This design comes from an exercise in tuning for small area, a short achievable clock period and few clock cycles per item on the open sky130 flow, not from production work.
Only simulation tests tie the RTL to the original design; equivalence was not proved.
Power and IR drop assume default switching activity.

## flow/run.sh

```bash
#!/bin/bash
# synth_recipe.tcl (not shown) runs the flow's synth.tcl, then flattens the netlist and writes it again
# the make line also repeats each setting of config.mk as NAME=value (left out here)
make -C /OpenROAD-flow-scripts/flow DESIGN_CONFIG=/design/flow/config.mk WORK_HOME=/design/flow/orfs CLKGATE_MAP_FILE= SYNTH_SCRIPT=/design/flow/synth_recipe.tcl finish
```

## flow/config.mk

```make
export PLATFORM = sky130hd
export DESIGN_NAME = scalar_kalman_filter
export DESIGN_NICKNAME = scalar_kalman_filter
export VERILOG_FILES = /design/flow/design.v
export SDC_FILE = /design/flow/constraint.sdc
export NUM_CORES = 4
export LEC_CHECK = 0
export ABC_AREA = 1
export CAP_MARGIN = 20
export CORE_MARGIN = 2
export CORE_UTILIZATION = 40
export SETUP_SLACK_MARGIN = 1.1
export SLEW_MARGIN = 20
```

## flow/constraint.sdc

```tcl
create_clock -name core_clock -period 5.0 [get_ports {clk_i}]
set_input_delay 1.0000 -clock core_clock [delete_from_list [all_inputs] [get_ports {clk_i}]]
set_output_delay 1.0000 -clock core_clock [all_outputs]
set_load 0.01 [all_outputs]
```

## flow/design.v

```verilog
package skf_pkg;
  localparam int unsigned SampleW  = 16;
  localparam int unsigned EstW     = 32;
  localparam int unsigned CovW     = 32;
  localparam int unsigned FracW    = 24;
  localparam int unsigned CfgIdxW  = 2;
  localparam int unsigned CfgDataW = 32;
  localparam logic [CfgIdxW-1:0] CFG_PROCESS_NOISE      = 2'd0;
  localparam logic [CfgIdxW-1:0] CFG_MEASUREMENT_NOISE  = 2'd1;
  localparam logic [CfgIdxW-1:0] CFG_INITIAL_COVARIANCE = 2'd2;
  localparam logic [CovW-1:0] ProcessNoiseRst      = 32'd16777;
  localparam logic [CovW-1:0] MeasurementNoiseRst  = 32'd9110028;
  localparam logic [CovW-1:0] InitialCovarianceRst = 32'd335544;
endpackage
module skf_bk32 (
  input  logic [31:0] a,
  input  logic [31:0] b,
  input  logic ci,
  output logic [31:0] s,
  output logic co
);
  logic [31:0] p0, g0;
  assign p0 = a ^ b;
  assign g0 = a & b;
  logic gc0;
  assign gc0 = g0[0] | (p0[0] & ci);
  logic gg1, pp1;
  assign gg1 = g0[1] | (p0[1] & gc0);
  assign pp1 = p0[1] & p0[0];
  logic gg2, pp2;
  assign gg2 = g0[3] | (p0[3] & g0[2]);
  assign pp2 = p0[3] & p0[2];
  logic gg3, pp3;
  assign gg3 = g0[5] | (p0[5] & g0[4]);
  assign pp3 = p0[5] & p0[4];
  logic gg4, pp4;
  assign gg4 = g0[7] | (p0[7] & g0[6]);
  assign pp4 = p0[7] & p0[6];
  logic gg5, pp5;
  assign gg5 = g0[9] | (p0[9] & g0[8]);
  assign pp5 = p0[9] & p0[8];
  logic gg6, pp6;
  assign gg6 = g0[11] | (p0[11] & g0[10]);
  assign pp6 = p0[11] & p0[10];
  logic gg7, pp7;
  assign gg7 = g0[13] | (p0[13] & g0[12]);
  assign pp7 = p0[13] & p0[12];
  logic gg8, pp8;
  assign gg8 = g0[15] | (p0[15] & g0[14]);
  assign pp8 = p0[15] & p0[14];
  logic gg9, pp9;
  assign gg9 = g0[17] | (p0[17] & g0[16]);
  assign pp9 = p0[17] & p0[16];
  logic gg10, pp10;
  assign gg10 = g0[19] | (p0[19] & g0[18]);
  assign pp10 = p0[19] & p0[18];
  logic gg11, pp11;
  assign gg11 = g0[21] | (p0[21] & g0[20]);
  assign pp11 = p0[21] & p0[20];
  logic gg12, pp12;
  assign gg12 = g0[23] | (p0[23] & g0[22]);
  assign pp12 = p0[23] & p0[22];
  logic gg13, pp13;
  assign gg13 = g0[25] | (p0[25] & g0[24]);
  assign pp13 = p0[25] & p0[24];
  logic gg14, pp14;
  assign gg14 = g0[27] | (p0[27] & g0[26]);
  assign pp14 = p0[27] & p0[26];
  logic gg15, pp15;
  assign gg15 = g0[29] | (p0[29] & g0[28]);
  assign pp15 = p0[29] & p0[28];
  logic gg16, pp16;
  assign gg16 = g0[31] | (p0[31] & g0[30]);
  assign pp16 = p0[31] & p0[30];
  logic gg17, pp17;
  assign gg17 = gg2 | (pp2 & gg1);
  assign pp17 = pp2 & pp1;
  logic gg18, pp18;
  assign gg18 = gg4 | (pp4 & gg3);
  assign pp18 = pp4 & pp3;
  logic gg19, pp19;
  assign gg19 = gg6 | (pp6 & gg5);
  assign pp19 = pp6 & pp5;
  logic gg20, pp20;
  assign gg20 = gg8 | (pp8 & gg7);
  assign pp20 = pp8 & pp7;
  logic gg21, pp21;
  assign gg21 = gg10 | (pp10 & gg9);
  assign pp21 = pp10 & pp9;
  logic gg22, pp22;
  assign gg22 = gg12 | (pp12 & gg11);
  assign pp22 = pp12 & pp11;
  logic gg23, pp23;
  assign gg23 = gg14 | (pp14 & gg13);
  assign pp23 = pp14 & pp13;
  logic gg24, pp24;
  assign gg24 = gg16 | (pp16 & gg15);
  assign pp24 = pp16 & pp15;
  logic gg25, pp25;
  assign gg25 = gg18 | (pp18 & gg17);
  assign pp25 = pp18 & pp17;
  logic gg26, pp26;
  assign gg26 = gg20 | (pp20 & gg19);
  assign pp26 = pp20 & pp19;
  logic gg27, pp27;
  assign gg27 = gg22 | (pp22 & gg21);
  assign pp27 = pp22 & pp21;
  logic gg28, pp28;
  assign gg28 = gg24 | (pp24 & gg23);
  assign pp28 = pp24 & pp23;
  logic gg29, pp29;
  assign gg29 = gg26 | (pp26 & gg25);
  assign pp29 = pp26 & pp25;
  logic gg30, pp30;
  assign gg30 = gg28 | (pp28 & gg27);
  assign pp30 = pp28 & pp27;
  logic gg31, pp31;
  assign gg31 = gg30 | (pp30 & gg29);
  assign pp31 = pp30 & pp29;
  logic gg32, pp32;
  assign gg32 = gg27 | (pp27 & gg29);
  assign pp32 = pp27 & pp29;
  logic gg33, pp33;
  assign gg33 = gg19 | (pp19 & gg25);
  assign pp33 = pp19 & pp25;
  logic gg34, pp34;
  assign gg34 = gg21 | (pp21 & gg29);
  assign pp34 = pp21 & pp29;
  logic gg35, pp35;
  assign gg35 = gg23 | (pp23 & gg32);
  assign pp35 = pp23 & pp32;
  logic gg36, pp36;
  assign gg36 = gg3 | (pp3 & gg17);
  assign pp36 = pp3 & pp17;
  logic gg37, pp37;
  assign gg37 = gg5 | (pp5 & gg25);
  assign pp37 = pp5 & pp25;
  logic gg38, pp38;
  assign gg38 = gg7 | (pp7 & gg33);
  assign pp38 = pp7 & pp33;
  logic gg39, pp39;
  assign gg39 = gg9 | (pp9 & gg29);
  assign pp39 = pp9 & pp29;
  logic gg40, pp40;
  assign gg40 = gg11 | (pp11 & gg34);
  assign pp40 = pp11 & pp34;
  logic gg41, pp41;
  assign gg41 = gg13 | (pp13 & gg32);
  assign pp41 = pp13 & pp32;
  logic gg42, pp42;
  assign gg42 = gg15 | (pp15 & gg35);
  assign pp42 = pp15 & pp35;
  logic gg43, pp43;
  assign gg43 = g0[2] | (p0[2] & gg1);
  assign pp43 = p0[2] & pp1;
  logic gg44, pp44;
  assign gg44 = g0[4] | (p0[4] & gg17);
  assign pp44 = p0[4] & pp17;
  logic gg45, pp45;
  assign gg45 = g0[6] | (p0[6] & gg36);
  assign pp45 = p0[6] & pp36;
  logic gg46, pp46;
  assign gg46 = g0[8] | (p0[8] & gg25);
  assign pp46 = p0[8] & pp25;
  logic gg47, pp47;
  assign gg47 = g0[10] | (p0[10] & gg37);
  assign pp47 = p0[10] & pp37;
  logic gg48, pp48;
  assign gg48 = g0[12] | (p0[12] & gg33);
  assign pp48 = p0[12] & pp33;
  logic gg49, pp49;
  assign gg49 = g0[14] | (p0[14] & gg38);
  assign pp49 = p0[14] & pp38;
  logic gg50, pp50;
  assign gg50 = g0[16] | (p0[16] & gg29);
  assign pp50 = p0[16] & pp29;
  logic gg51, pp51;
  assign gg51 = g0[18] | (p0[18] & gg39);
  assign pp51 = p0[18] & pp39;
  logic gg52, pp52;
  assign gg52 = g0[20] | (p0[20] & gg34);
  assign pp52 = p0[20] & pp34;
  logic gg53, pp53;
  assign gg53 = g0[22] | (p0[22] & gg40);
  assign pp53 = p0[22] & pp40;
  logic gg54, pp54;
  assign gg54 = g0[24] | (p0[24] & gg32);
  assign pp54 = p0[24] & pp32;
  logic gg55, pp55;
  assign gg55 = g0[26] | (p0[26] & gg41);
  assign pp55 = p0[26] & pp41;
  logic gg56, pp56;
  assign gg56 = g0[28] | (p0[28] & gg35);
  assign pp56 = p0[28] & pp35;
  logic gg57, pp57;
  assign gg57 = g0[30] | (p0[30] & gg42);
  assign pp57 = p0[30] & pp42;
  logic [32:0] c;
  assign c[0] = ci;
  assign c[1] = gc0;
  assign c[2] = gg1;
  assign c[3] = gg43;
  assign c[4] = gg17;
  assign c[5] = gg44;
  assign c[6] = gg36;
  assign c[7] = gg45;
  assign c[8] = gg25;
  assign c[9] = gg46;
  assign c[10] = gg37;
  assign c[11] = gg47;
  assign c[12] = gg33;
  assign c[13] = gg48;
  assign c[14] = gg38;
  assign c[15] = gg49;
  assign c[16] = gg29;
  assign c[17] = gg50;
  assign c[18] = gg39;
  assign c[19] = gg51;
  assign c[20] = gg34;
  assign c[21] = gg52;
  assign c[22] = gg40;
  assign c[23] = gg53;
  assign c[24] = gg32;
  assign c[25] = gg54;
  assign c[26] = gg41;
  assign c[27] = gg55;
  assign c[28] = gg35;
  assign c[29] = gg56;
  assign c[30] = gg42;
  assign c[31] = gg57;
  assign c[32] = gg31;
  assign s  = p0 ^ c[31:0];
  assign co = c[32];
endmodule
module skf_bk34 (
  input  logic [33:0] a,
  input  logic [33:0] b,
  input  logic ci,
  output logic [33:0] s,
  output logic co
);
  logic [33:0] p0, g0;
  assign p0 = a ^ b;
  assign g0 = a & b;
  logic gc0;
  assign gc0 = g0[0] | (p0[0] & ci);
  logic gg1, pp1;
  assign gg1 = g0[1] | (p0[1] & gc0);
  assign pp1 = p0[1] & p0[0];
  logic gg2, pp2;
  assign gg2 = g0[3] | (p0[3] & g0[2]);
  assign pp2 = p0[3] & p0[2];
  logic gg3, pp3;
  assign gg3 = g0[5] | (p0[5] & g0[4]);
  assign pp3 = p0[5] & p0[4];
  logic gg4, pp4;
  assign gg4 = g0[7] | (p0[7] & g0[6]);
  assign pp4 = p0[7] & p0[6];
  logic gg5, pp5;
  assign gg5 = g0[9] | (p0[9] & g0[8]);
  assign pp5 = p0[9] & p0[8];
  logic gg6, pp6;
  assign gg6 = g0[11] | (p0[11] & g0[10]);
  assign pp6 = p0[11] & p0[10];
  logic gg7, pp7;
  assign gg7 = g0[13] | (p0[13] & g0[12]);
  assign pp7 = p0[13] & p0[12];
  logic gg8, pp8;
  assign gg8 = g0[15] | (p0[15] & g0[14]);
  assign pp8 = p0[15] & p0[14];
  logic gg9, pp9;
  assign gg9 = g0[17] | (p0[17] & g0[16]);
  assign pp9 = p0[17] & p0[16];
  logic gg10, pp10;
  assign gg10 = g0[19] | (p0[19] & g0[18]);
  assign pp10 = p0[19] & p0[18];
  logic gg11, pp11;
  assign gg11 = g0[21] | (p0[21] & g0[20]);
  assign pp11 = p0[21] & p0[20];
  logic gg12, pp12;
  assign gg12 = g0[23] | (p0[23] & g0[22]);
  assign pp12 = p0[23] & p0[22];
  logic gg13, pp13;
  assign gg13 = g0[25] | (p0[25] & g0[24]);
  assign pp13 = p0[25] & p0[24];
  logic gg14, pp14;
  assign gg14 = g0[27] | (p0[27] & g0[26]);
  assign pp14 = p0[27] & p0[26];
  logic gg15, pp15;
  assign gg15 = g0[29] | (p0[29] & g0[28]);
  assign pp15 = p0[29] & p0[28];
  logic gg16, pp16;
  assign gg16 = g0[31] | (p0[31] & g0[30]);
  assign pp16 = p0[31] & p0[30];
  logic gg17, pp17;
  assign gg17 = g0[33] | (p0[33] & g0[32]);
  assign pp17 = p0[33] & p0[32];
  logic gg18, pp18;
  assign gg18 = gg2 | (pp2 & gg1);
  assign pp18 = pp2 & pp1;
  logic gg19, pp19;
  assign gg19 = gg4 | (pp4 & gg3);
  assign pp19 = pp4 & pp3;
  logic gg20, pp20;
  assign gg20 = gg6 | (pp6 & gg5);
  assign pp20 = pp6 & pp5;
  logic gg21, pp21;
  assign gg21 = gg8 | (pp8 & gg7);
  assign pp21 = pp8 & pp7;
  logic gg22, pp22;
  assign gg22 = gg10 | (pp10 & gg9);
  assign pp22 = pp10 & pp9;
  logic gg23, pp23;
  assign gg23 = gg12 | (pp12 & gg11);
  assign pp23 = pp12 & pp11;
  logic gg24, pp24;
  assign gg24 = gg14 | (pp14 & gg13);
  assign pp24 = pp14 & pp13;
  logic gg25, pp25;
  assign gg25 = gg16 | (pp16 & gg15);
  assign pp25 = pp16 & pp15;
  logic gg26, pp26;
  assign gg26 = gg19 | (pp19 & gg18);
  assign pp26 = pp19 & pp18;
  logic gg27, pp27;
  assign gg27 = gg21 | (pp21 & gg20);
  assign pp27 = pp21 & pp20;
  logic gg28, pp28;
  assign gg28 = gg23 | (pp23 & gg22);
  assign pp28 = pp23 & pp22;
  logic gg29, pp29;
  assign gg29 = gg25 | (pp25 & gg24);
  assign pp29 = pp25 & pp24;
  logic gg30, pp30;
  assign gg30 = gg27 | (pp27 & gg26);
  assign pp30 = pp27 & pp26;
  logic gg31, pp31;
  assign gg31 = gg29 | (pp29 & gg28);
  assign pp31 = pp29 & pp28;
  logic gg32, pp32;
  assign gg32 = gg31 | (pp31 & gg30);
  assign pp32 = pp31 & pp30;
  logic gg33, pp33;
  assign gg33 = gg28 | (pp28 & gg30);
  assign pp33 = pp28 & pp30;
  logic gg34, pp34;
  assign gg34 = gg20 | (pp20 & gg26);
  assign pp34 = pp20 & pp26;
  logic gg35, pp35;
  assign gg35 = gg22 | (pp22 & gg30);
  assign pp35 = pp22 & pp30;
  logic gg36, pp36;
  assign gg36 = gg24 | (pp24 & gg33);
  assign pp36 = pp24 & pp33;
  logic gg37, pp37;
  assign gg37 = gg3 | (pp3 & gg18);
  assign pp37 = pp3 & pp18;
  logic gg38, pp38;
  assign gg38 = gg5 | (pp5 & gg26);
  assign pp38 = pp5 & pp26;
  logic gg39, pp39;
  assign gg39 = gg7 | (pp7 & gg34);
  assign pp39 = pp7 & pp34;
  logic gg40, pp40;
  assign gg40 = gg9 | (pp9 & gg30);
  assign pp40 = pp9 & pp30;
  logic gg41, pp41;
  assign gg41 = gg11 | (pp11 & gg35);
  assign pp41 = pp11 & pp35;
  logic gg42, pp42;
  assign gg42 = gg13 | (pp13 & gg33);
  assign pp42 = pp13 & pp33;
  logic gg43, pp43;
  assign gg43 = gg15 | (pp15 & gg36);
  assign pp43 = pp15 & pp36;
  logic gg44, pp44;
  assign gg44 = gg17 | (pp17 & gg32);
  assign pp44 = pp17 & pp32;
  logic gg45, pp45;
  assign gg45 = g0[2] | (p0[2] & gg1);
  assign pp45 = p0[2] & pp1;
  logic gg46, pp46;
  assign gg46 = g0[4] | (p0[4] & gg18);
  assign pp46 = p0[4] & pp18;
  logic gg47, pp47;
  assign gg47 = g0[6] | (p0[6] & gg37);
  assign pp47 = p0[6] & pp37;
  logic gg48, pp48;
  assign gg48 = g0[8] | (p0[8] & gg26);
  assign pp48 = p0[8] & pp26;
  logic gg49, pp49;
  assign gg49 = g0[10] | (p0[10] & gg38);
  assign pp49 = p0[10] & pp38;
  logic gg50, pp50;
  assign gg50 = g0[12] | (p0[12] & gg34);
  assign pp50 = p0[12] & pp34;
  logic gg51, pp51;
  assign gg51 = g0[14] | (p0[14] & gg39);
  assign pp51 = p0[14] & pp39;
  logic gg52, pp52;
  assign gg52 = g0[16] | (p0[16] & gg30);
  assign pp52 = p0[16] & pp30;
  logic gg53, pp53;
  assign gg53 = g0[18] | (p0[18] & gg40);
  assign pp53 = p0[18] & pp40;
  logic gg54, pp54;
  assign gg54 = g0[20] | (p0[20] & gg35);
  assign pp54 = p0[20] & pp35;
  logic gg55, pp55;
  assign gg55 = g0[22] | (p0[22] & gg41);
  assign pp55 = p0[22] & pp41;
  logic gg56, pp56;
  assign gg56 = g0[24] | (p0[24] & gg33);
  assign pp56 = p0[24] & pp33;
  logic gg57, pp57;
  assign gg57 = g0[26] | (p0[26] & gg42);
  assign pp57 = p0[26] & pp42;
  logic gg58, pp58;
  assign gg58 = g0[28] | (p0[28] & gg36);
  assign pp58 = p0[28] & pp36;
  logic gg59, pp59;
  assign gg59 = g0[30] | (p0[30] & gg43);
  assign pp59 = p0[30] & pp43;
  logic gg60, pp60;
  assign gg60 = g0[32] | (p0[32] & gg32);
  assign pp60 = p0[32] & pp32;
  logic [34:0] c;
  assign c[0] = ci;
  assign c[1] = gc0;
  assign c[2] = gg1;
  assign c[3] = gg45;
  assign c[4] = gg18;
  assign c[5] = gg46;
  assign c[6] = gg37;
  assign c[7] = gg47;
  assign c[8] = gg26;
  assign c[9] = gg48;
  assign c[10] = gg38;
  assign c[11] = gg49;
  assign c[12] = gg34;
  assign c[13] = gg50;
  assign c[14] = gg39;
  assign c[15] = gg51;
  assign c[16] = gg30;
  assign c[17] = gg52;
  assign c[18] = gg40;
  assign c[19] = gg53;
  assign c[20] = gg35;
  assign c[21] = gg54;
  assign c[22] = gg41;
  assign c[23] = gg55;
  assign c[24] = gg33;
  assign c[25] = gg56;
  assign c[26] = gg42;
  assign c[27] = gg57;
  assign c[28] = gg36;
  assign c[29] = gg58;
  assign c[30] = gg43;
  assign c[31] = gg59;
  assign c[32] = gg32;
  assign c[33] = gg60;
  assign c[34] = gg44;
  assign s  = p0 ^ c[33:0];
  assign co = c[34];
endmodule
module skf_bk35 (
  input  logic [34:0] a,
  input  logic [34:0] b,
  input  logic ci,
  output logic [34:0] s,
  output logic co
);
  logic [34:0] p0, g0;
  assign p0 = a ^ b;
  assign g0 = a & b;
  logic gc0;
  assign gc0 = g0[0] | (p0[0] & ci);
  logic gg1, pp1;
  assign gg1 = g0[1] | (p0[1] & gc0);
  assign pp1 = p0[1] & p0[0];
  logic gg2, pp2;
  assign gg2 = g0[3] | (p0[3] & g0[2]);
  assign pp2 = p0[3] & p0[2];
  logic gg3, pp3;
  assign gg3 = g0[5] | (p0[5] & g0[4]);
  assign pp3 = p0[5] & p0[4];
  logic gg4, pp4;
  assign gg4 = g0[7] | (p0[7] & g0[6]);
  assign pp4 = p0[7] & p0[6];
  logic gg5, pp5;
  assign gg5 = g0[9] | (p0[9] & g0[8]);
  assign pp5 = p0[9] & p0[8];
  logic gg6, pp6;
  assign gg6 = g0[11] | (p0[11] & g0[10]);
  assign pp6 = p0[11] & p0[10];
  logic gg7, pp7;
  assign gg7 = g0[13] | (p0[13] & g0[12]);
  assign pp7 = p0[13] & p0[12];
  logic gg8, pp8;
  assign gg8 = g0[15] | (p0[15] & g0[14]);
  assign pp8 = p0[15] & p0[14];
  logic gg9, pp9;
  assign gg9 = g0[17] | (p0[17] & g0[16]);
  assign pp9 = p0[17] & p0[16];
  logic gg10, pp10;
  assign gg10 = g0[19] | (p0[19] & g0[18]);
  assign pp10 = p0[19] & p0[18];
  logic gg11, pp11;
  assign gg11 = g0[21] | (p0[21] & g0[20]);
  assign pp11 = p0[21] & p0[20];
  logic gg12, pp12;
  assign gg12 = g0[23] | (p0[23] & g0[22]);
  assign pp12 = p0[23] & p0[22];
  logic gg13, pp13;
  assign gg13 = g0[25] | (p0[25] & g0[24]);
  assign pp13 = p0[25] & p0[24];
  logic gg14, pp14;
  assign gg14 = g0[27] | (p0[27] & g0[26]);
  assign pp14 = p0[27] & p0[26];
  logic gg15, pp15;
  assign gg15 = g0[29] | (p0[29] & g0[28]);
  assign pp15 = p0[29] & p0[28];
  logic gg16, pp16;
  assign gg16 = g0[31] | (p0[31] & g0[30]);
  assign pp16 = p0[31] & p0[30];
  logic gg17, pp17;
  assign gg17 = g0[33] | (p0[33] & g0[32]);
  assign pp17 = p0[33] & p0[32];
  logic gg18, pp18;
  assign gg18 = gg2 | (pp2 & gg1);
  assign pp18 = pp2 & pp1;
  logic gg19, pp19;
  assign gg19 = gg4 | (pp4 & gg3);
  assign pp19 = pp4 & pp3;
  logic gg20, pp20;
  assign gg20 = gg6 | (pp6 & gg5);
  assign pp20 = pp6 & pp5;
  logic gg21, pp21;
  assign gg21 = gg8 | (pp8 & gg7);
  assign pp21 = pp8 & pp7;
  logic gg22, pp22;
  assign gg22 = gg10 | (pp10 & gg9);
  assign pp22 = pp10 & pp9;
  logic gg23, pp23;
  assign gg23 = gg12 | (pp12 & gg11);
  assign pp23 = pp12 & pp11;
  logic gg24, pp24;
  assign gg24 = gg14 | (pp14 & gg13);
  assign pp24 = pp14 & pp13;
  logic gg25, pp25;
  assign gg25 = gg16 | (pp16 & gg15);
  assign pp25 = pp16 & pp15;
  logic gg26, pp26;
  assign gg26 = gg19 | (pp19 & gg18);
  assign pp26 = pp19 & pp18;
  logic gg27, pp27;
  assign gg27 = gg21 | (pp21 & gg20);
  assign pp27 = pp21 & pp20;
  logic gg28, pp28;
  assign gg28 = gg23 | (pp23 & gg22);
  assign pp28 = pp23 & pp22;
  logic gg29, pp29;
  assign gg29 = gg25 | (pp25 & gg24);
  assign pp29 = pp25 & pp24;
  logic gg30, pp30;
  assign gg30 = gg27 | (pp27 & gg26);
  assign pp30 = pp27 & pp26;
  logic gg31, pp31;
  assign gg31 = gg29 | (pp29 & gg28);
  assign pp31 = pp29 & pp28;
  logic gg32, pp32;
  assign gg32 = gg31 | (pp31 & gg30);
  assign pp32 = pp31 & pp30;
  logic gg33, pp33;
  assign gg33 = gg28 | (pp28 & gg30);
  assign pp33 = pp28 & pp30;
  logic gg34, pp34;
  assign gg34 = gg20 | (pp20 & gg26);
  assign pp34 = pp20 & pp26;
  logic gg35, pp35;
  assign gg35 = gg22 | (pp22 & gg30);
  assign pp35 = pp22 & pp30;
  logic gg36, pp36;
  assign gg36 = gg24 | (pp24 & gg33);
  assign pp36 = pp24 & pp33;
  logic gg37, pp37;
  assign gg37 = gg3 | (pp3 & gg18);
  assign pp37 = pp3 & pp18;
  logic gg38, pp38;
  assign gg38 = gg5 | (pp5 & gg26);
  assign pp38 = pp5 & pp26;
  logic gg39, pp39;
  assign gg39 = gg7 | (pp7 & gg34);
  assign pp39 = pp7 & pp34;
  logic gg40, pp40;
  assign gg40 = gg9 | (pp9 & gg30);
  assign pp40 = pp9 & pp30;
  logic gg41, pp41;
  assign gg41 = gg11 | (pp11 & gg35);
  assign pp41 = pp11 & pp35;
  logic gg42, pp42;
  assign gg42 = gg13 | (pp13 & gg33);
  assign pp42 = pp13 & pp33;
  logic gg43, pp43;
  assign gg43 = gg15 | (pp15 & gg36);
  assign pp43 = pp15 & pp36;
  logic gg44, pp44;
  assign gg44 = gg17 | (pp17 & gg32);
  assign pp44 = pp17 & pp32;
  logic gg45, pp45;
  assign gg45 = g0[2] | (p0[2] & gg1);
  assign pp45 = p0[2] & pp1;
  logic gg46, pp46;
  assign gg46 = g0[4] | (p0[4] & gg18);
  assign pp46 = p0[4] & pp18;
  logic gg47, pp47;
  assign gg47 = g0[6] | (p0[6] & gg37);
  assign pp47 = p0[6] & pp37;
  logic gg48, pp48;
  assign gg48 = g0[8] | (p0[8] & gg26);
  assign pp48 = p0[8] & pp26;
  logic gg49, pp49;
  assign gg49 = g0[10] | (p0[10] & gg38);
  assign pp49 = p0[10] & pp38;
  logic gg50, pp50;
  assign gg50 = g0[12] | (p0[12] & gg34);
  assign pp50 = p0[12] & pp34;
  logic gg51, pp51;
  assign gg51 = g0[14] | (p0[14] & gg39);
  assign pp51 = p0[14] & pp39;
  logic gg52, pp52;
  assign gg52 = g0[16] | (p0[16] & gg30);
  assign pp52 = p0[16] & pp30;
  logic gg53, pp53;
  assign gg53 = g0[18] | (p0[18] & gg40);
  assign pp53 = p0[18] & pp40;
  logic gg54, pp54;
  assign gg54 = g0[20] | (p0[20] & gg35);
  assign pp54 = p0[20] & pp35;
  logic gg55, pp55;
  assign gg55 = g0[22] | (p0[22] & gg41);
  assign pp55 = p0[22] & pp41;
  logic gg56, pp56;
  assign gg56 = g0[24] | (p0[24] & gg33);
  assign pp56 = p0[24] & pp33;
  logic gg57, pp57;
  assign gg57 = g0[26] | (p0[26] & gg42);
  assign pp57 = p0[26] & pp42;
  logic gg58, pp58;
  assign gg58 = g0[28] | (p0[28] & gg36);
  assign pp58 = p0[28] & pp36;
  logic gg59, pp59;
  assign gg59 = g0[30] | (p0[30] & gg43);
  assign pp59 = p0[30] & pp43;
  logic gg60, pp60;
  assign gg60 = g0[32] | (p0[32] & gg32);
  assign pp60 = p0[32] & pp32;
  logic gg61, pp61;
  assign gg61 = g0[34] | (p0[34] & gg44);
  assign pp61 = p0[34] & pp44;
  logic [35:0] c;
  assign c[0] = ci;
  assign c[1] = gc0;
  assign c[2] = gg1;
  assign c[3] = gg45;
  assign c[4] = gg18;
  assign c[5] = gg46;
  assign c[6] = gg37;
  assign c[7] = gg47;
  assign c[8] = gg26;
  assign c[9] = gg48;
  assign c[10] = gg38;
  assign c[11] = gg49;
  assign c[12] = gg34;
  assign c[13] = gg50;
  assign c[14] = gg39;
  assign c[15] = gg51;
  assign c[16] = gg30;
  assign c[17] = gg52;
  assign c[18] = gg40;
  assign c[19] = gg53;
  assign c[20] = gg35;
  assign c[21] = gg54;
  assign c[22] = gg41;
  assign c[23] = gg55;
  assign c[24] = gg33;
  assign c[25] = gg56;
  assign c[26] = gg42;
  assign c[27] = gg57;
  assign c[28] = gg36;
  assign c[29] = gg58;
  assign c[30] = gg43;
  assign c[31] = gg59;
  assign c[32] = gg32;
  assign c[33] = gg60;
  assign c[34] = gg44;
  assign c[35] = gg61;
  assign s  = p0 ^ c[34:0];
  assign co = c[35];
endmodule
module skf_bk36 (
  input  logic [35:0] a,
  input  logic [35:0] b,
  input  logic ci,
  output logic [35:0] s,
  output logic co
);
  logic [35:0] p0, g0;
  assign p0 = a ^ b;
  assign g0 = a & b;
  logic gc0;
  assign gc0 = g0[0] | (p0[0] & ci);
  logic gg1, pp1;
  assign gg1 = g0[1] | (p0[1] & gc0);
  assign pp1 = p0[1] & p0[0];
  logic gg2, pp2;
  assign gg2 = g0[3] | (p0[3] & g0[2]);
  assign pp2 = p0[3] & p0[2];
  logic gg3, pp3;
  assign gg3 = g0[5] | (p0[5] & g0[4]);
  assign pp3 = p0[5] & p0[4];
  logic gg4, pp4;
  assign gg4 = g0[7] | (p0[7] & g0[6]);
  assign pp4 = p0[7] & p0[6];
  logic gg5, pp5;
  assign gg5 = g0[9] | (p0[9] & g0[8]);
  assign pp5 = p0[9] & p0[8];
  logic gg6, pp6;
  assign gg6 = g0[11] | (p0[11] & g0[10]);
  assign pp6 = p0[11] & p0[10];
  logic gg7, pp7;
  assign gg7 = g0[13] | (p0[13] & g0[12]);
  assign pp7 = p0[13] & p0[12];
  logic gg8, pp8;
  assign gg8 = g0[15] | (p0[15] & g0[14]);
  assign pp8 = p0[15] & p0[14];
  logic gg9, pp9;
  assign gg9 = g0[17] | (p0[17] & g0[16]);
  assign pp9 = p0[17] & p0[16];
  logic gg10, pp10;
  assign gg10 = g0[19] | (p0[19] & g0[18]);
  assign pp10 = p0[19] & p0[18];
  logic gg11, pp11;
  assign gg11 = g0[21] | (p0[21] & g0[20]);
  assign pp11 = p0[21] & p0[20];
  logic gg12, pp12;
  assign gg12 = g0[23] | (p0[23] & g0[22]);
  assign pp12 = p0[23] & p0[22];
  logic gg13, pp13;
  assign gg13 = g0[25] | (p0[25] & g0[24]);
  assign pp13 = p0[25] & p0[24];
  logic gg14, pp14;
  assign gg14 = g0[27] | (p0[27] & g0[26]);
  assign pp14 = p0[27] & p0[26];
  logic gg15, pp15;
  assign gg15 = g0[29] | (p0[29] & g0[28]);
  assign pp15 = p0[29] & p0[28];
  logic gg16, pp16;
  assign gg16 = g0[31] | (p0[31] & g0[30]);
  assign pp16 = p0[31] & p0[30];
  logic gg17, pp17;
  assign gg17 = g0[33] | (p0[33] & g0[32]);
  assign pp17 = p0[33] & p0[32];
  logic gg18, pp18;
  assign gg18 = g0[35] | (p0[35] & g0[34]);
  assign pp18 = p0[35] & p0[34];
  logic gg19, pp19;
  assign gg19 = gg2 | (pp2 & gg1);
  assign pp19 = pp2 & pp1;
  logic gg20, pp20;
  assign gg20 = gg4 | (pp4 & gg3);
  assign pp20 = pp4 & pp3;
  logic gg21, pp21;
  assign gg21 = gg6 | (pp6 & gg5);
  assign pp21 = pp6 & pp5;
  logic gg22, pp22;
  assign gg22 = gg8 | (pp8 & gg7);
  assign pp22 = pp8 & pp7;
  logic gg23, pp23;
  assign gg23 = gg10 | (pp10 & gg9);
  assign pp23 = pp10 & pp9;
  logic gg24, pp24;
  assign gg24 = gg12 | (pp12 & gg11);
  assign pp24 = pp12 & pp11;
  logic gg25, pp25;
  assign gg25 = gg14 | (pp14 & gg13);
  assign pp25 = pp14 & pp13;
  logic gg26, pp26;
  assign gg26 = gg16 | (pp16 & gg15);
  assign pp26 = pp16 & pp15;
  logic gg27, pp27;
  assign gg27 = gg18 | (pp18 & gg17);
  assign pp27 = pp18 & pp17;
  logic gg28, pp28;
  assign gg28 = gg20 | (pp20 & gg19);
  assign pp28 = pp20 & pp19;
  logic gg29, pp29;
  assign gg29 = gg22 | (pp22 & gg21);
  assign pp29 = pp22 & pp21;
  logic gg30, pp30;
  assign gg30 = gg24 | (pp24 & gg23);
  assign pp30 = pp24 & pp23;
  logic gg31, pp31;
  assign gg31 = gg26 | (pp26 & gg25);
  assign pp31 = pp26 & pp25;
  logic gg32, pp32;
  assign gg32 = gg29 | (pp29 & gg28);
  assign pp32 = pp29 & pp28;
  logic gg33, pp33;
  assign gg33 = gg31 | (pp31 & gg30);
  assign pp33 = pp31 & pp30;
  logic gg34, pp34;
  assign gg34 = gg33 | (pp33 & gg32);
  assign pp34 = pp33 & pp32;
  logic gg35, pp35;
  assign gg35 = gg30 | (pp30 & gg32);
  assign pp35 = pp30 & pp32;
  logic gg36, pp36;
  assign gg36 = gg21 | (pp21 & gg28);
  assign pp36 = pp21 & pp28;
  logic gg37, pp37;
  assign gg37 = gg23 | (pp23 & gg32);
  assign pp37 = pp23 & pp32;
  logic gg38, pp38;
  assign gg38 = gg25 | (pp25 & gg35);
  assign pp38 = pp25 & pp35;
  logic gg39, pp39;
  assign gg39 = gg27 | (pp27 & gg34);
  assign pp39 = pp27 & pp34;
  logic gg40, pp40;
  assign gg40 = gg3 | (pp3 & gg19);
  assign pp40 = pp3 & pp19;
  logic gg41, pp41;
  assign gg41 = gg5 | (pp5 & gg28);
  assign pp41 = pp5 & pp28;
  logic gg42, pp42;
  assign gg42 = gg7 | (pp7 & gg36);
  assign pp42 = pp7 & pp36;
  logic gg43, pp43;
  assign gg43 = gg9 | (pp9 & gg32);
  assign pp43 = pp9 & pp32;
  logic gg44, pp44;
  assign gg44 = gg11 | (pp11 & gg37);
  assign pp44 = pp11 & pp37;
  logic gg45, pp45;
  assign gg45 = gg13 | (pp13 & gg35);
  assign pp45 = pp13 & pp35;
  logic gg46, pp46;
  assign gg46 = gg15 | (pp15 & gg38);
  assign pp46 = pp15 & pp38;
  logic gg47, pp47;
  assign gg47 = gg17 | (pp17 & gg34);
  assign pp47 = pp17 & pp34;
  logic gg48, pp48;
  assign gg48 = g0[2] | (p0[2] & gg1);
  assign pp48 = p0[2] & pp1;
  logic gg49, pp49;
  assign gg49 = g0[4] | (p0[4] & gg19);
  assign pp49 = p0[4] & pp19;
  logic gg50, pp50;
  assign gg50 = g0[6] | (p0[6] & gg40);
  assign pp50 = p0[6] & pp40;
  logic gg51, pp51;
  assign gg51 = g0[8] | (p0[8] & gg28);
  assign pp51 = p0[8] & pp28;
  logic gg52, pp52;
  assign gg52 = g0[10] | (p0[10] & gg41);
  assign pp52 = p0[10] & pp41;
  logic gg53, pp53;
  assign gg53 = g0[12] | (p0[12] & gg36);
  assign pp53 = p0[12] & pp36;
  logic gg54, pp54;
  assign gg54 = g0[14] | (p0[14] & gg42);
  assign pp54 = p0[14] & pp42;
  logic gg55, pp55;
  assign gg55 = g0[16] | (p0[16] & gg32);
  assign pp55 = p0[16] & pp32;
  logic gg56, pp56;
  assign gg56 = g0[18] | (p0[18] & gg43);
  assign pp56 = p0[18] & pp43;
  logic gg57, pp57;
  assign gg57 = g0[20] | (p0[20] & gg37);
  assign pp57 = p0[20] & pp37;
  logic gg58, pp58;
  assign gg58 = g0[22] | (p0[22] & gg44);
  assign pp58 = p0[22] & pp44;
  logic gg59, pp59;
  assign gg59 = g0[24] | (p0[24] & gg35);
  assign pp59 = p0[24] & pp35;
  logic gg60, pp60;
  assign gg60 = g0[26] | (p0[26] & gg45);
  assign pp60 = p0[26] & pp45;
  logic gg61, pp61;
  assign gg61 = g0[28] | (p0[28] & gg38);
  assign pp61 = p0[28] & pp38;
  logic gg62, pp62;
  assign gg62 = g0[30] | (p0[30] & gg46);
  assign pp62 = p0[30] & pp46;
  logic gg63, pp63;
  assign gg63 = g0[32] | (p0[32] & gg34);
  assign pp63 = p0[32] & pp34;
  logic gg64, pp64;
  assign gg64 = g0[34] | (p0[34] & gg47);
  assign pp64 = p0[34] & pp47;
  logic [36:0] c;
  assign c[0] = ci;
  assign c[1] = gc0;
  assign c[2] = gg1;
  assign c[3] = gg48;
  assign c[4] = gg19;
  assign c[5] = gg49;
  assign c[6] = gg40;
  assign c[7] = gg50;
  assign c[8] = gg28;
  assign c[9] = gg51;
  assign c[10] = gg41;
  assign c[11] = gg52;
  assign c[12] = gg36;
  assign c[13] = gg53;
  assign c[14] = gg42;
  assign c[15] = gg54;
  assign c[16] = gg32;
  assign c[17] = gg55;
  assign c[18] = gg43;
  assign c[19] = gg56;
  assign c[20] = gg37;
  assign c[21] = gg57;
  assign c[22] = gg44;
  assign c[23] = gg58;
  assign c[24] = gg35;
  assign c[25] = gg59;
  assign c[26] = gg45;
  assign c[27] = gg60;
  assign c[28] = gg38;
  assign c[29] = gg61;
  assign c[30] = gg46;
  assign c[31] = gg62;
  assign c[32] = gg34;
  assign c[33] = gg63;
  assign c[34] = gg47;
  assign c[35] = gg64;
  assign c[36] = gg39;
  assign s  = p0 ^ c[35:0];
  assign co = c[36];
endmodule
module scalar_kalman_filter (
  input  logic                          clk_i,
  input  logic                          rst_ni,
  input  logic                          sample_valid_i,
  output logic                          sample_ready_o,
  input  logic [skf_pkg::SampleW-1:0]   sample_i,
  output logic                          estimate_valid_o,
  input  logic                          estimate_ready_i,
  output logic [skf_pkg::EstW-1:0]      estimate_o,
  input  logic                          cfg_valid_i,
  output logic                          cfg_ready_o,
  input  logic [skf_pkg::CfgIdxW-1:0]   cfg_index_i,
  input  logic [skf_pkg::CfgDataW-1:0]  cfg_data_i
);
  logic [31:0] q_q, r_q, p_q;
  logic [31:0] x_q;
  logic        out_valid_q;
  logic        bvalid_q;
  logic [15:0] b_q;
  localparam int S_IDLE = 0, S_DEN = 1, S_DIV = 2, S_ACC = 3, S_FIN = 4;
  logic [4:0]  pst_q;
  logic [3:0]  pcnt_q;
  logic [31:0] pp_q, den_q, rem_q;
  logic [24:0] qr_q;
  logic [34:0] a_q;        
  logic [20:0] us_q, uc_q;  
  logic        zero_q;
  logic        qvalid_q;    
  logic        conv_q;      
  logic        chk_q;       
  localparam logic [1:0] X_IDLE = 2'd0, X_MUL = 2'd1, X_FIN = 2'd2;
  logic [1:0]  xst_q;
  logic        xstep_q;     
  logic [32:0] d_q;
  logic [18:0] bsel_q;      
  logic        xfin_q;      
  logic [37:0] as_q, ac_q;  
  logic [11:0] ls_q, lc_q;  
  logic        cp_q;        
  logic [33:0] alu_a, alu_b, alu_s;
  logic [31:0] alu_sat;
  logic        alu_ci;
  logic [33:0] f_a, f_b, f_c, f_s, f_c2;
  assign f_a  = {2'b00, pp_q};
  assign f_b  = ~{2'b00, us_q, a_q[34:24]};
  assign f_c  = ~{2'b00, uc_q, 11'd0};
  assign f_s  = f_a ^ f_b ^ f_c;
  assign f_c2 = {((f_a[32:0] & f_b[32:0]) | (f_a[32:0] & f_c[32:0]) | (f_b[32:0] & f_c[32:0])), 1'b1};
  assign alu_a  = ({34{pst_q[S_IDLE]}} & {2'b00, p_q}) |
                  ({34{pst_q[S_DEN]}}  & {2'b00, pp_q}) |
                  ({34{pst_q[S_FIN]}}  & f_s);
  assign alu_b  = ({34{pst_q[S_IDLE]}} & {2'b00, q_q}) |
                  ({34{pst_q[S_DEN]}}  & {2'b00, r_q}) |
                  ({34{pst_q[S_FIN]}}  & f_c2);
  assign alu_ci = pst_q[S_FIN] & (a_q[23:0] == 24'd0);
  skf_bk34 u_palu (.a(alu_a), .b(alu_b), .ci(alu_ci), .s(alu_s), .co());
  assign alu_sat = alu_s[32] ? 32'hFFFF_FFFF : alu_s[31:0];
  logic int_bit, zero_n;
  assign zero_n  = (pp_q == 32'd0) && (r_q == 32'd0);
  assign int_bit = ((r_q == 32'd0) || (pp_q == 32'hFFFF_FFFF)) && !zero_n;
  logic peq, start;
  assign peq   = chk_q && (den_q == p_q);
  assign start = pst_q[S_IDLE] && bvalid_q && !qvalid_q && !conv_q && !peq;
  logic [33:0] rem4;
  logic [34:0] s1, s2, s3, t_x, t_y, t_z, t_s, t_c;
  logic [35:0] t_sum;
  logic [1:0]  qd;
  logic [31:0] rem_n;
  assign rem4  = {rem_q, 2'b00};
  skf_bk35 u_s1 (.a({1'b0, rem4}), .b(~{3'b000, den_q}), .ci(1'b1), .s(s1), .co());
  skf_bk35 u_s2 (.a({1'b0, rem4}), .b(~{2'b00, den_q, 1'b0}), .ci(1'b1), .s(s2), .co());
  assign t_x   = {1'b0, rem4};
  assign t_y   = ~{2'b00, den_q, 1'b0};
  assign t_z   = ~{3'b000, den_q};
  assign t_s   = t_x ^ t_y ^ t_z;
  assign t_c   = (t_x & t_y) | (t_x & t_z) | (t_y & t_z);
  skf_bk36 u_s3 (.a({t_s, 1'b1}), .b({t_c[33:0], 2'b11}), .ci(1'b0), .s(t_sum), .co());
  assign s3    = t_sum[35:1];
  always_comb begin
    if (zero_q)        begin qd = 2'd0; rem_n = rem4[31:0]; end
    else if (!s3[34])  begin qd = 2'd3; rem_n = s3[31:0];   end
    else if (!s2[34])  begin qd = 2'd2; rem_n = s2[31:0];   end
    else if (!s1[34])  begin qd = 2'd1; rem_n = s1[31:0];   end
    else               begin qd = 2'd0; rem_n = rem4[31:0]; end
  end
  logic [34:0] ax, ay, az, as_, ac;
  logic [35:0] alo;
  assign ax  = {a_q[32:0], 2'b00};
  assign ay  = qr_q[1] ? {2'b00, pp_q, 1'b0} : 35'd0;
  assign az  = qr_q[0] ? {3'b000, pp_q} : 35'd0;
  assign as_ = ax ^ ay ^ az;
  assign ac  = (ax & ay) | (ax & az) | (ay & az);
  skf_bk36 u_alo (.a({1'b0, as_}), .b({ac, 1'b0}), .ci(1'b0), .s(alo), .co());
  logic        kready, fin_ok, dload;
  logic [32:0] r_s, r_c;
  logic        r_cy;
  logic [32:0] dl_a, dl_b, dl_c, dl_d, dl_s1, dl_c1, dl_s2, dl_c2;
  logic [33:0] dl_sum;
  logic [31:0] xa_s, xa_c;
  logic [31:0] x_n;
  assign kready = qvalid_q || conv_q;
  assign fin_ok = !out_valid_q || estimate_ready_i;
  assign dload  = bvalid_q && kready &&
                  ((xst_q == X_IDLE) || (xfin_q && fin_ok));
  logic [12:0] lowsum;
  assign lowsum = {1'b0, ls_q} + {1'b0, lc_q} + {12'd0, cp_q};
  assign r_s  = xfin_q ? as_q[32:0] : 33'd0;
  assign r_c  = xfin_q ? ac_q[32:0] : 33'd0;
  assign r_cy = xfin_q & lowsum[12];
  assign dl_a  = {b_q[15], b_q, 16'h0000};
  assign dl_b  = ~{x_q[31], x_q};
  assign dl_c  = ~r_s;
  assign dl_d  = ~r_c;
  assign dl_s1 = dl_a ^ dl_b ^ dl_c;
  assign dl_c1 = {((dl_a[31:0] & dl_b[31:0]) | (dl_a[31:0] & dl_c[31:0]) | (dl_b[31:0] & dl_c[31:0])), 1'b1};
  assign dl_s2 = dl_s1 ^ dl_c1 ^ dl_d;
  assign dl_c2 = {((dl_s1[31:0] & dl_c1[31:0]) | (dl_s1[31:0] & dl_d[31:0]) | (dl_c1[31:0] & dl_d[31:0])), 1'b1};
  skf_bk34 u_dadd (.a({1'b0, dl_s2}), .b({1'b0, dl_c2}), .ci(!r_cy), .s(dl_sum), .co());
  assign xa_s = x_q ^ as_q[31:0] ^ ac_q[31:0];
  assign xa_c = {((x_q[30:0] & as_q[30:0]) | (x_q[30:0] & ac_q[30:0]) | (as_q[30:0] & ac_q[30:0])), 1'b0};
  skf_bk32 u_xadd (.a(xa_s), .b(xa_c), .ci(lowsum[12]), .s(x_n), .co());
  function automatic logic [20:0] booth7(input logic [13:0] k, input logic km1);
    logic [14:0] kk;
    kk = {k, km1};
    for (int i = 0; i < 7; i++) begin
      booth7[3*i+2] = kk[2*i+2] && !(kk[2*i+1] && kk[2*i]);
      booth7[3*i+1] = (kk[2*i+2] && !kk[2*i+1] && !kk[2*i]) ||
                      (!kk[2*i+2] && kk[2*i+1] && kk[2*i]);
      booth7[3*i]   = kk[2*i+1] ^ kk[2*i];
    end
  endfunction
  logic [20:0] bsel_lo, bsel_hi;
  always_comb begin
    bsel_lo = booth7({2'b00, qr_q[11:0]}, 1'b0);
    bsel_lo[20:18] = 3'b000;
    bsel_hi = booth7({1'b0, qr_q[24:12]}, qr_q[11]);
    bsel_hi[20:18] = {2'b00, qr_q[24] | qr_q[23]};
  end
  localparam int MW = 50;
  logic [MW-1:0] dw, pp [7];
  logic [6:0]    pneg;
  logic [MW-1:0] m_as, m_ac;
  logic [MW-1:0] l1as, l1ac, l1bs, l1bc, l1cs, l1cc, l2as, l2ac, l2bs, l2bc;
  logic [MW-1:0] l3s, l3c, vs, vc;
  function automatic logic [MW-1:0] csa_s(input logic [MW-1:0] a, b, c);
    csa_s = a ^ b ^ c;
  endfunction
  function automatic logic [MW-1:0] csa_c(input logic [MW-1:0] a, b, c, input logic cin);
    csa_c = {((a[MW-2:0] & b[MW-2:0]) | (a[MW-2:0] & c[MW-2:0]) | (b[MW-2:0] & c[MW-2:0])), cin};
  endfunction
  always_comb begin
    dw = {{(MW-33){d_q[32]}}, d_q};
    for (int i = 0; i < 7; i++) begin
      logic [MW-1:0] m;
      if (i < 6) begin
        m = ({MW{bsel_q[3*i]}} & dw) | ({MW{bsel_q[3*i+1]}} & {dw[MW-2:0], 1'b0});
        m = m ^ {MW{bsel_q[3*i+2]}};
        pneg[i] = bsel_q[3*i+2];
      end else begin
        m = {MW{bsel_q[3*i]}} & dw;
        pneg[i] = 1'b0;
      end
      pp[i] = (m << (2*i)) | ({MW{pneg[i]}} & ((MW'(1) << (2*i)) - MW'(1)));
    end
    m_as = xstep_q ? {{(MW-38){as_q[37]}}, as_q} : '0;
    m_ac = xstep_q ? {{(MW-38){ac_q[37]}}, ac_q} : '0;
    l1as = csa_s(m_as, m_ac, pp[0]);   l1ac = csa_c(m_as, m_ac, pp[0], pneg[0]);
    l1bs = csa_s(pp[1], pp[2], pp[3]); l1bc = csa_c(pp[1], pp[2], pp[3], pneg[1]);
    l1cs = csa_s(pp[4], pp[5], pp[6]); l1cc = csa_c(pp[4], pp[5], pp[6], pneg[2]);
    l2as = csa_s(l1as, l1ac, l1bs);    l2ac = csa_c(l1as, l1ac, l1bs, pneg[3]);
    l2bs = csa_s(l1bc, l1cs, l1cc);    l2bc = csa_c(l1bc, l1cs, l1cc, pneg[4]);
    l3s  = csa_s(l2as, l2ac, l2bs);    l3c  = csa_c(l2as, l2ac, l2bs, pneg[5]);
    vs   = csa_s(l3s, l3c, l2bc);      vc   = csa_c(l3s, l3c, l2bc, pneg[6]);
  end
  always_ff @(posedge clk_i or negedge rst_ni) begin
    if (!rst_ni) begin
      q_q         <= skf_pkg::ProcessNoiseRst;
      r_q         <= skf_pkg::MeasurementNoiseRst;
      p_q         <= skf_pkg::InitialCovarianceRst;
      x_q         <= '0;
      out_valid_q <= 1'b0;
      bvalid_q    <= 1'b0;
      pst_q       <= 5'b00001;
      pcnt_q      <= '0;
      qvalid_q    <= 1'b0;
      conv_q      <= 1'b0;
      chk_q       <= 1'b0;
      xst_q       <= X_IDLE;
      xfin_q      <= 1'b0;
      xstep_q     <= 1'b0;
    end else begin
      if (sample_valid_i && !bvalid_q) bvalid_q <= 1'b1;
      else if (dload)                  bvalid_q <= 1'b0;
      chk_q <= pst_q[S_FIN];
      if (peq) conv_q <= 1'b1;
      if (start) pst_q <= 5'b00010;
      if (pst_q[S_DEN]) begin
        pst_q  <= 5'b00100;
        pcnt_q <= '0;
      end
      if (pst_q[S_DIV]) begin
        pcnt_q <= pcnt_q + 4'd1;
        if (pcnt_q == 4'd11) begin
          pst_q    <= 5'b01000;
          qvalid_q <= 1'b1;
        end
      end
      if (pst_q[S_ACC]) pst_q <= 5'b10000;
      if (pst_q[S_FIN]) begin
        pst_q <= 5'b00001;
        p_q   <= alu_s[31:0];
      end
      if (dload && !(pst_q[S_DIV] && pcnt_q == 4'd11)) qvalid_q <= 1'b0;
      unique case (xst_q)
        X_IDLE: if (dload) begin xst_q <= X_MUL; xstep_q <= 1'b0; end
        X_MUL: begin
          xstep_q <= 1'b1;
          if (xstep_q) begin
            xst_q  <= X_FIN;
            xfin_q <= 1'b1;
          end
        end
        X_FIN: if (fin_ok) begin
          xfin_q  <= 1'b0;
          x_q     <= x_n;
          xst_q   <= dload ? X_MUL : X_IDLE;
          xstep_q <= 1'b0;
        end
        default: xst_q <= X_IDLE;
      endcase
      if (xst_q == X_FIN && fin_ok) out_valid_q <= 1'b1;
      else if (estimate_ready_i)     out_valid_q <= 1'b0;
      if (cfg_valid_i) begin
        unique case (cfg_index_i)
          skf_pkg::CFG_PROCESS_NOISE:      q_q <= cfg_data_i;
          skf_pkg::CFG_MEASUREMENT_NOISE:  r_q <= cfg_data_i;
          skf_pkg::CFG_INITIAL_COVARIANCE: p_q <= cfg_data_i;
          default: ;
        endcase
        if (cfg_index_i != 2'd3) begin
          conv_q   <= 1'b0;
          qvalid_q <= 1'b0;
        end
      end
    end
  end
  always_ff @(posedge clk_i) begin
    if (sample_valid_i && !bvalid_q) b_q <= sample_i;
    if (pst_q[S_IDLE]) pp_q <= alu_sat;
    if (pst_q[S_DEN]) begin
      den_q  <= alu_sat;
      zero_q <= zero_n;
    end else if (pst_q[S_FIN]) begin
      den_q  <= p_q;
    end
    rem_q <= pst_q[S_DEN] ? (int_bit ? 32'd0 : pp_q) : rem_n;
    if (pst_q[S_DEN])      qr_q <= {24'd0, int_bit};
    else if (pst_q[S_DIV]) qr_q <= {qr_q[22:0], qd};
    if (pst_q[S_DEN]) begin
      a_q  <= '0;
      us_q <= '0;
      uc_q <= '0;
    end else begin
      a_q  <= alo[34:0];
      us_q <= {us_q[18:0], a_q[34:33]};
      uc_q <= {uc_q[18:0], 1'b0, alo[35]};
    end
    if (dload) begin
      d_q    <= dl_sum[32:0];
      bsel_q <= bsel_lo[18:0];
    end else begin
      bsel_q <= bsel_hi[18:0];
    end
    if (xst_q == X_MUL) begin
      as_q <= vs[49:12];
      ac_q <= vc[49:12];
      ls_q <= vs[11:0];
      lc_q <= vc[11:0];
      cp_q <= xstep_q & lowsum[12];
    end
  end
  assign sample_ready_o   = !bvalid_q;
  assign cfg_ready_o      = 1'b1;
  assign estimate_valid_o = out_valid_q;
  assign estimate_o       = x_q;
endmodule
```

==> flow_summary.json, run 1 <==
{
  "run_status": "timing/DRC/antenna clean",
  "relSlewSlack_pct": 29.3,
  "avgRoutedWirePerCell_um": 19.4,
  "vias": 35078,
  "critical_path_class": "reg -> reg",
  "place_ws_ns": 0.390,
  "syn_to_final_growth_pct": 13.8,
  "finalWirelength_um": 131000,
  "synthSimpleGateAreaFrac_pct": 14.0,
  "grt_pass1_wl_um": 207000,
  "period_needed_ns": 3.99,
  "insertion_delay_ns": 0.71,
  "grtUsageTotal_pct": 22.7,
  "max_slew.worst_pin.slew_ns": 1.06,
  "antenna_found_initial": 2,
  "post_synth_mux_area_share_pct": 0,
  "avgViaCountPerCell": 5.19,
  "clockBufferDepth": 3,
  "clock-root-buffer": "clkbuf_16",
  "max_cap_violations": 0,
  "cts.sinks": 498,
  "boundaryPins": 90,
  "dieHeight_um": 342,
  "ir_drop_mv": 0.570,
  "finalNonFillerCells": 6760,
  "final_area_um2": 51900,
  "synthXorXnorAreaFrac_pct": 6.34,
  "rows": 123,
  "synth.most_common_cell": "nand2_1",
  "combPwrFrac_pct": 61.0,
  "drc": 0,
  "syn_nets": 6008,
  "grt_pass1_vias": 35768,
  "drive_above_1_share_pct": 9.79,
  "h-tree-depth": 2,
  "synth.top_cell.area_share_pct": 23.9,
  "synth_top_family_by_area": "adder cells",
  "p_seq_share_pct": 23.8,
  "synth_cell_types": 62,
  "setup_viol": 0,
  "drtIter0Drc": 2716,
  "worst_slack_ns": 1.01,
  "yosysTopAreaCell": "fa_1",
  "drt-pass1-iter-count": 5,
  "ys_ff_latch": 498,
  "p_switching_mw": 13.2,
  "cts_hold_buf": 0,
  "dpl_cell_area_um2": 48000,
  "reg2reg_slack_ns": 1.01,
  "ys_top_cells_by_count": "1063 x nand2_1, 961 x inv_1, 545 x fa_1",
  "hpwl_um": 96700,
  "fmax_mhz": 250,
  "ys_async_sr_fraction_pct": 29.3,
  "gp_congestion": 0.895,
  "dp.cells": 6544,
  "avgSynthCellArea_um2": 8.90,
  "synth_compound_area_share_pct": 9.68,
  "synth_edf_count": 210,
  "ant_nets": 0,
  "io_buffers": 88,
  "final_util_pct": 46.0,
  "coreArea_um2": 113000,
  "synth-main-ff-cell": "edfxtp_1",
  "hold_path_class": "in -> async",
  "grt_max_degree": 89,
  "yosys_warnings": 2,
  "yosysSeqAreaShare_pct": 28.1,
  "critical_path.max_fanout": 2,
  "hold_violations": 0,
  "arrival_ns": 4.46,
  "hold_ws_ns": 0.196,
  "power_density_nw_per_um2": 580,
  "critPathLaunchType": "flip-flop",
  "start_util_pct": 40.4,
  "sw_frac_of_total_pct": 43.8,
  "clk_pin_slew_ns": 0.06,
  "synth_area_leaders": "fa_1 24%, edfxtp_1 14%, nand2_1 8.8%",
  "synth_fa_ha_area_share_pct": 31.8,
  "synthCells": 5123,
  "intPower_mw": 16.9,
  "finClkSkew_ns": 0.0455,
  "worstPathRequired_ns": 5.47,
  "fin_crit_sh_pct": 79.9,
  "final_max_slew_viol_count": 0,
  "nets": 6091,
  "finalPower_mw": 30.1,
  "rsz0062_at_grt": "yes",
  "finalSetupTns_ns": 0,
  "end_kind": "flip-flop",
  "p_clk_share_pct": 15.3,
  "leakage_nw": 25.5,
  "die_x_um": 342,
  "dieArea_um2": 117000,
  "syn_area_um2": 45600,
  "cts_tree": "yes",
  "cts_buffers": 61,
  "grt_overflow": 0
}
[final timing paths]
kind / end / startpoint / cells past startpoint
setup / recovery: den_q[14]$_DFFE_PP_ / a_q[12]$_SDFF_PP0_ / 18
hold / removal: x_q[10]$_DFFE_PN0P_ / rst_ni / 1
setup reg to reg: den_q[14]$_DFFE_PP_ / a_q[12]$_SDFF_PP0_ / 18
hold reg to reg: us_q[13]$_SDFF_PP0_ / us_q[11]$_SDFF_PP0_ / 2
max in group asynchronous: r_q[23]$_DFFE_PN1P_ / rst_ni / 3
min in group core_clock: us_q[13]$_SDFF_PP0_ / us_q[11]$_SDFF_PP0_ / 2
[registers in the layout, indices dropped and copies added, names as in the netlist, 33 cells and up]
| name | flops |
|---|---|
| ac_q | 36 |
| as_q | 35 |
| d_q | 33 |
| a_q | 35 |
[critical path, cell delays in order (launching register included)]
cell,delay [ns]
dfxtp_1,0.33
or4_4,0.56
nor4b_4,0.39
buf_4,0.19
fa_2,0.21
fa_2,0.20
nand2_1,0.05
nand2_1,0.07
o21ai_2,0.06
o21ai_2,0.24
buf_4,0.16
buf_6,0.08
inv_2,0.02
o211ai_1,0.26
a31o_2,0.23
fa_2,0.47
nand3b_4,0.17
nand2_1,0.06
nand2_1,0.04
[cells by family after synthesis]
logic type	count (synthesis)
compound gates	728
xor+xnor	330
fa+ha+maj	830
buf+inv	1202
flops	498
other cells	1
simple gates	1534
[per-layer routing]
metal	track usage [%]	vias up	part of all wire, %
met5	0	-	0.0099
met4	7.63	2	3.4
met3	3.23	211	5.9
met2	37.4	1046	48
met1	30.6	17413	43
li1	-	16406	-
[final cells by class]
class | instances | area (µm²)
antenna | 1 | 2.50
clock buffer | 90 | 1800
clock inverter | 26 | 262
fill | 10777 | 60900
inverter | 974 | 3710
multi-input combinational | 3423 | 28900
sequential | 498 | 12900
tap | 1500 | 1880
timing repair buffer | 246 | 2450
timing repair inverter | 2 | 15.0
[timing repair]
| item | CTS | global route |
|---|---|---|
| cloned | 3 | 2 |
| endpoints found under the setup margin | 150 | 162 |
| resized for setup | 79 | 139 |
| pin swaps | 34 | 53 |
| buffers inserted | 42 | 51 |
[power by group through the flow]
stage | clock network, mW | registers [mW] | logic, mW
after floorplan | 0 | 6.96 | 11.6
after global placement | 0 | 7.24 | 16.3
after detailed placement | 0 | 7.25 | 16.7
after CTS | 4.69 | 7.18 | 17.6
after global routing | 4.84 | 7.26 | 21.1
final | 4.60 | 7.16 | 18.4
[layout by cell type, fill, tap and decap left out, drive strengths merged, types with 15 or more instances in the layout]
cell	n
dfxtp	142
clkbuf	90
a21o	18
buf	156
nand3	92
clkdlybuf4s50	87
a22oi	30
nor4	23
clkinv	20
o22ai	213
ha	285
xor2	284
inv	965
o21ai	213
dfstp	23
fa	545
dfrtp	123
nand2	1088
nand3b	35
a31oi	32
o211ai	44
edfxtp	210
a21oi	119
nand4	39
nor2	230
xnor2	46
clkinvlp	15
Testbench counts, summed over its fixed seeds: cycles 38,079, items 4,800.
==> inputs of run 2 (changes only) <==
--- a/flow/config.mk
+++ b/flow/config.mk
@@ -11,3 +11,3 @@
 export CORE_UTILIZATION = 40
-export SETUP_SLACK_MARGIN = 1.1
+export SETUP_SLACK_MARGIN = 1.0
 export SLEW_MARGIN = 20
==> run 2 against run 1 <==
Against the previous run:
- sequential cell count unchanged
- final area decreased by 0.73%
- first-iteration DRC count decreased by 3.2%
- global-route usage decreased by 0.16 points
- die area unchanged
- critical path depth unchanged
- maximum frequency increased by 0.72%
- hold slack improved by 0.11 ns
- synthesized cell count unchanged
- sequential power about the same
==> flow_summary.json, run 2 <==
{
  "run_status": "timing/DRC/antenna clean",
  "finalPower_mw": 31.0,
  "grt_max_degree": 75,
  "final_max_slew_viol_count": 0,
  "grtUsageTotal_pct": 22.5,
  "crit_top_cell": "nand2_1",
  "ant_nets": 0,
  "grt_pass1_wl_um": 205000,
  "regMostFlops": "ac_q",
  "max_cap_violations": 0,
  "max_slew.worst_pin.slew_ns": 1.12,
  "fin_crit_sh_pct": 79.3,
  "reg_top3": "ac_q (36), a_q (35), as_q (35)",
  "ir_drop_mv": 0.474,
  "yosysTopAreaCell": "fa_1",
  "power_density_nw_per_um2": 603,
  "finalWirelength_um": 131000,
  "largest_reg_flops": 36,
  "synthCells": 5123,
  "end_kind": "flip-flop",
  "nets": 6052,
  "hpwl_um": 96700,
  "io_buffers": 88,
  "crit_chain": "buf_12 -> buf_12 -> clkbuf_16 -> nand2_1 -> fa_1 -> fa_1 -> ha_4 -> a21o_1 -> nand3_1 -> nand2_1 -> nand2_1 -> o211ai_1 -> a21o_4 -> a21oi_4 -> buf_6 -> o21ai_2 -> fa_2 -> xor2_1",
  "arrival_ns": 4.34,
  "avgRoutedWirePerCell_um": 19.5,
  "critical_path_class": "reg -> reg",
  "cpPeakStageDelay_ns": 0.46,
  "yosys_warnings": 2,
  "hold_path_class": "in -> async",
  "critPathLaunchType": "flip-flop",
  "dieHeight_um": 342,
  "grt_pass1_vias": 35427,
  "insertion_delay_ns": 0.65,
  "start_util_pct": 40.4,
  "gp_congestion": 0.885,
  "clk_pin_slew_ns": 0.06,
  "dieArea_um2": 117000,
  "ys_top_cells_by_count": "1063 x nand2_1, 961 x inv_1, 545 x fa_1",
  "critical_path.max_fanout": 6,
  "drc": 0,
  "die_x_um": 342,
  "rr_worst_depth": 18,
  "final_common_cell": "nand2_1",
  "boundaryPins": 90,
  "period_needed_ns": 3.96,
  "path_delay_family": "adder cells",
  "crit_path_start": "xfin_q$_DFFE_PN0P_",
  "avgSynthCellArea_um2": 8.90,
  "clock-root-buffer": "clkbuf_16",
  "synth_edf_count": 210,
  "r2r-end": "d_q[31]$_DFFE_PP_",
  "finalSetupTns_ns": 0,
  "ys_async_sr_fraction_pct": 29.3,
  "worstPathRequired_ns": 5.37,
  "h-tree-depth": 3,
  "fmax_mhz": 252,
  "crit_buf_inv": 4,
  "cts.sinks": 498,
  "ys_ff_latch": 498,
  "grt_overflow": 0,
  "layout.cells.most_common_list": "1038 x nand2_1, 943 x inv_1, 535 x fa_1, 282 x xor2_1, 268 x ha_1",
  "avgViaCountPerCell": 5.19,
  "vias": 34864,
  "cts_buffers": 66,
  "synth_cell_types": 62,
  "leakage_nw": 25.3,
  "finClkSkew_ns": 0.0382,
  "drtIter0Drc": 2628,
  "syn_nets": 6008,
  "syn_area_um2": 45600,
  "coreArea_um2": 113000,
  "synth_area_leaders": "fa_1 24%, edfxtp_1 14%, nand2_1 8.8%",
  "cts_tree": "yes",
  "worstReg2RegStart": "xfin_q$_DFFE_PN0P_",
  "cts_hold_buf": 0,
  "synth.most_common_cell": "nand2_1",
  "setup_viol": 0,
  "yosysSeqAreaShare_pct": 28.1,
  "hold_violations": 0,
  "antenna_found_initial": 1,
  "reg2reg_slack_ns": 1.04,
  "drive_above_1_share_pct": 8.47,
  "drt-pass1-iter-count": 5,
  "hold_ws_ns": 0.311,
  "synth-main-ff-cell": "edfxtp_1",
  "synth.top_cell.area_share_pct": 23.9,
  "crit_slowest_cell": "dfrtp_2",
  "relSlewSlack_pct": 25.4,
  "clockBufferDepth": 3,
  "rows": 123,
  "syn_to_final_growth_pct": 13.0,
  "rsz0062_at_grt": "yes"
}
-- run 2: cell counts after synthesis --
No cell type changed its count.
-- run 2: final cells by class --
cell class              count  area [µm²]
diodes                      1        2.50
well taps                1500        1880
repair buffers            204        2030
inverters                 974        3670
multi-input cells        3423       28800
clock inverters            34         499
clock buffers              87        1810
flip-flops and latches    498       12900
fillers                 10844       61300
-- run 2: repair_timing --
item,in CTS,in global routing
setup endpoints to repair,88,116
resized for setup,46,107
hold endpoints to repair,0,0
buffers inserted,19,27
pin swaps,11,39
gates cloned,1,3
-- run 2: logic make-up (layout without fill, tap and decap cells) --
group	after synthesis	after routing	synth area share (%)
AO/OA/AOI/OAI	728	728	9.68
XOR/XNOR	330	330	6.34
adder cells (fa/ha/maj)	830	830	31.8
buffers and inverters	1202	1299	10.1
flip-flops	498	498	28.1
other	1	2	0.00823
AND/OR/NAND/NOR	1534	1534	14.0
-- run 2: through the flow --
| step | instances | util (%) | setup WS, ns | instance area [µm²] |
|---|---|---|---|---|
| finish | 6721 | 45.7 | 1.04 | 51500 |
| global route | 6720 | 45.7 | 0.761 | 51500 |
| CTS | 6690 | 44.9 | 0.909 | 50700 |
| detailed placement | 6549 | 42.6 | 0.296 | 48000 |
| global placement | 6549 | 42.6 | 0.262 | 48000 |
| floorplan | 5123 | - | 1.02 | 45600 |
-- run 2: worst max path at each step --
stage	slack (ns)	to	cells past startpoint
6_report	1.04	d_q[31]$_DFFE_PP_	18
2_1_floorplan	1.02	x_q[31]$_DFFE_PN0P_	24
3_3_place_gp	0.26	x_q[31]$_DFFE_PN0P_	24
5_1_grt	0.76	x_q[31]$_DFFE_PN0P_	24
3_5_place_dp	0.30	x_q[31]$_DFFE_PN0P_	24
4_1_cts	0.91	x_q[31]$_DFFE_PN0P_	24
-- run 2: layer usage --
layer | wire (µm) | vias to the layer above | part of all wire (%) | global-route usage [%]
met4 | 3840 | 0 | 2.9 | 6.51
met2 | 62500 | 1105 | 48 | 36.9
met5 | 0 | - | 0 | 0
met1 | 57300 | 17220 | 44 | 31.2
met3 | 7630 | 213 | 5.8 | 2.96
li1 | - | 16326 | - | -
-- run 2: report_power, final --
group / internal, mW / total [mW] / leakage, nW / switching (mW)
sequential: 6.36 / 7.17 / 4.82 / 0.811
clock: 3.06 / 5.10 / 1.12 / 2.04
combinational: 8.15 / 18.8 / 19.4 / 10.6

## afterwards: timing with drivers on the ports
In the flow no input, the clock included, has a driving cell. The finished layouts below were timed again as built, in two steps.
Step 1 (the two cells are an assumption about what drives the block):
set clk [get_ports {clk_i}]
set_driving_cell -lib_cell sky130_fd_sc_hd__clkbuf_16 $clk
set_driving_cell -lib_cell sky130_fd_sc_hd__buf_2 [delete_from_list [all_inputs] $clk]
Step 2 moves the port delays by t, midway between the first and last clock arrival at a register: inputs arrive t later, outputs are due t later. That takes back most of the time a late clock gives input paths.
a / b / c = ideal / step 1 / step 2; a / b = the first two.
run	t, ns	slack for setup (ns)	worst setup path after step 2	worst slew at a driven data input, ns	cell pins on the clock port's net
run 1	0.748	1.007 / 1.007 / 1.007	register to register	0.13	1
run 2	0.699	1.035 / 1.035 / 1.035	register to register	0.05	1
After both steps every run listed still meets setup and hold.
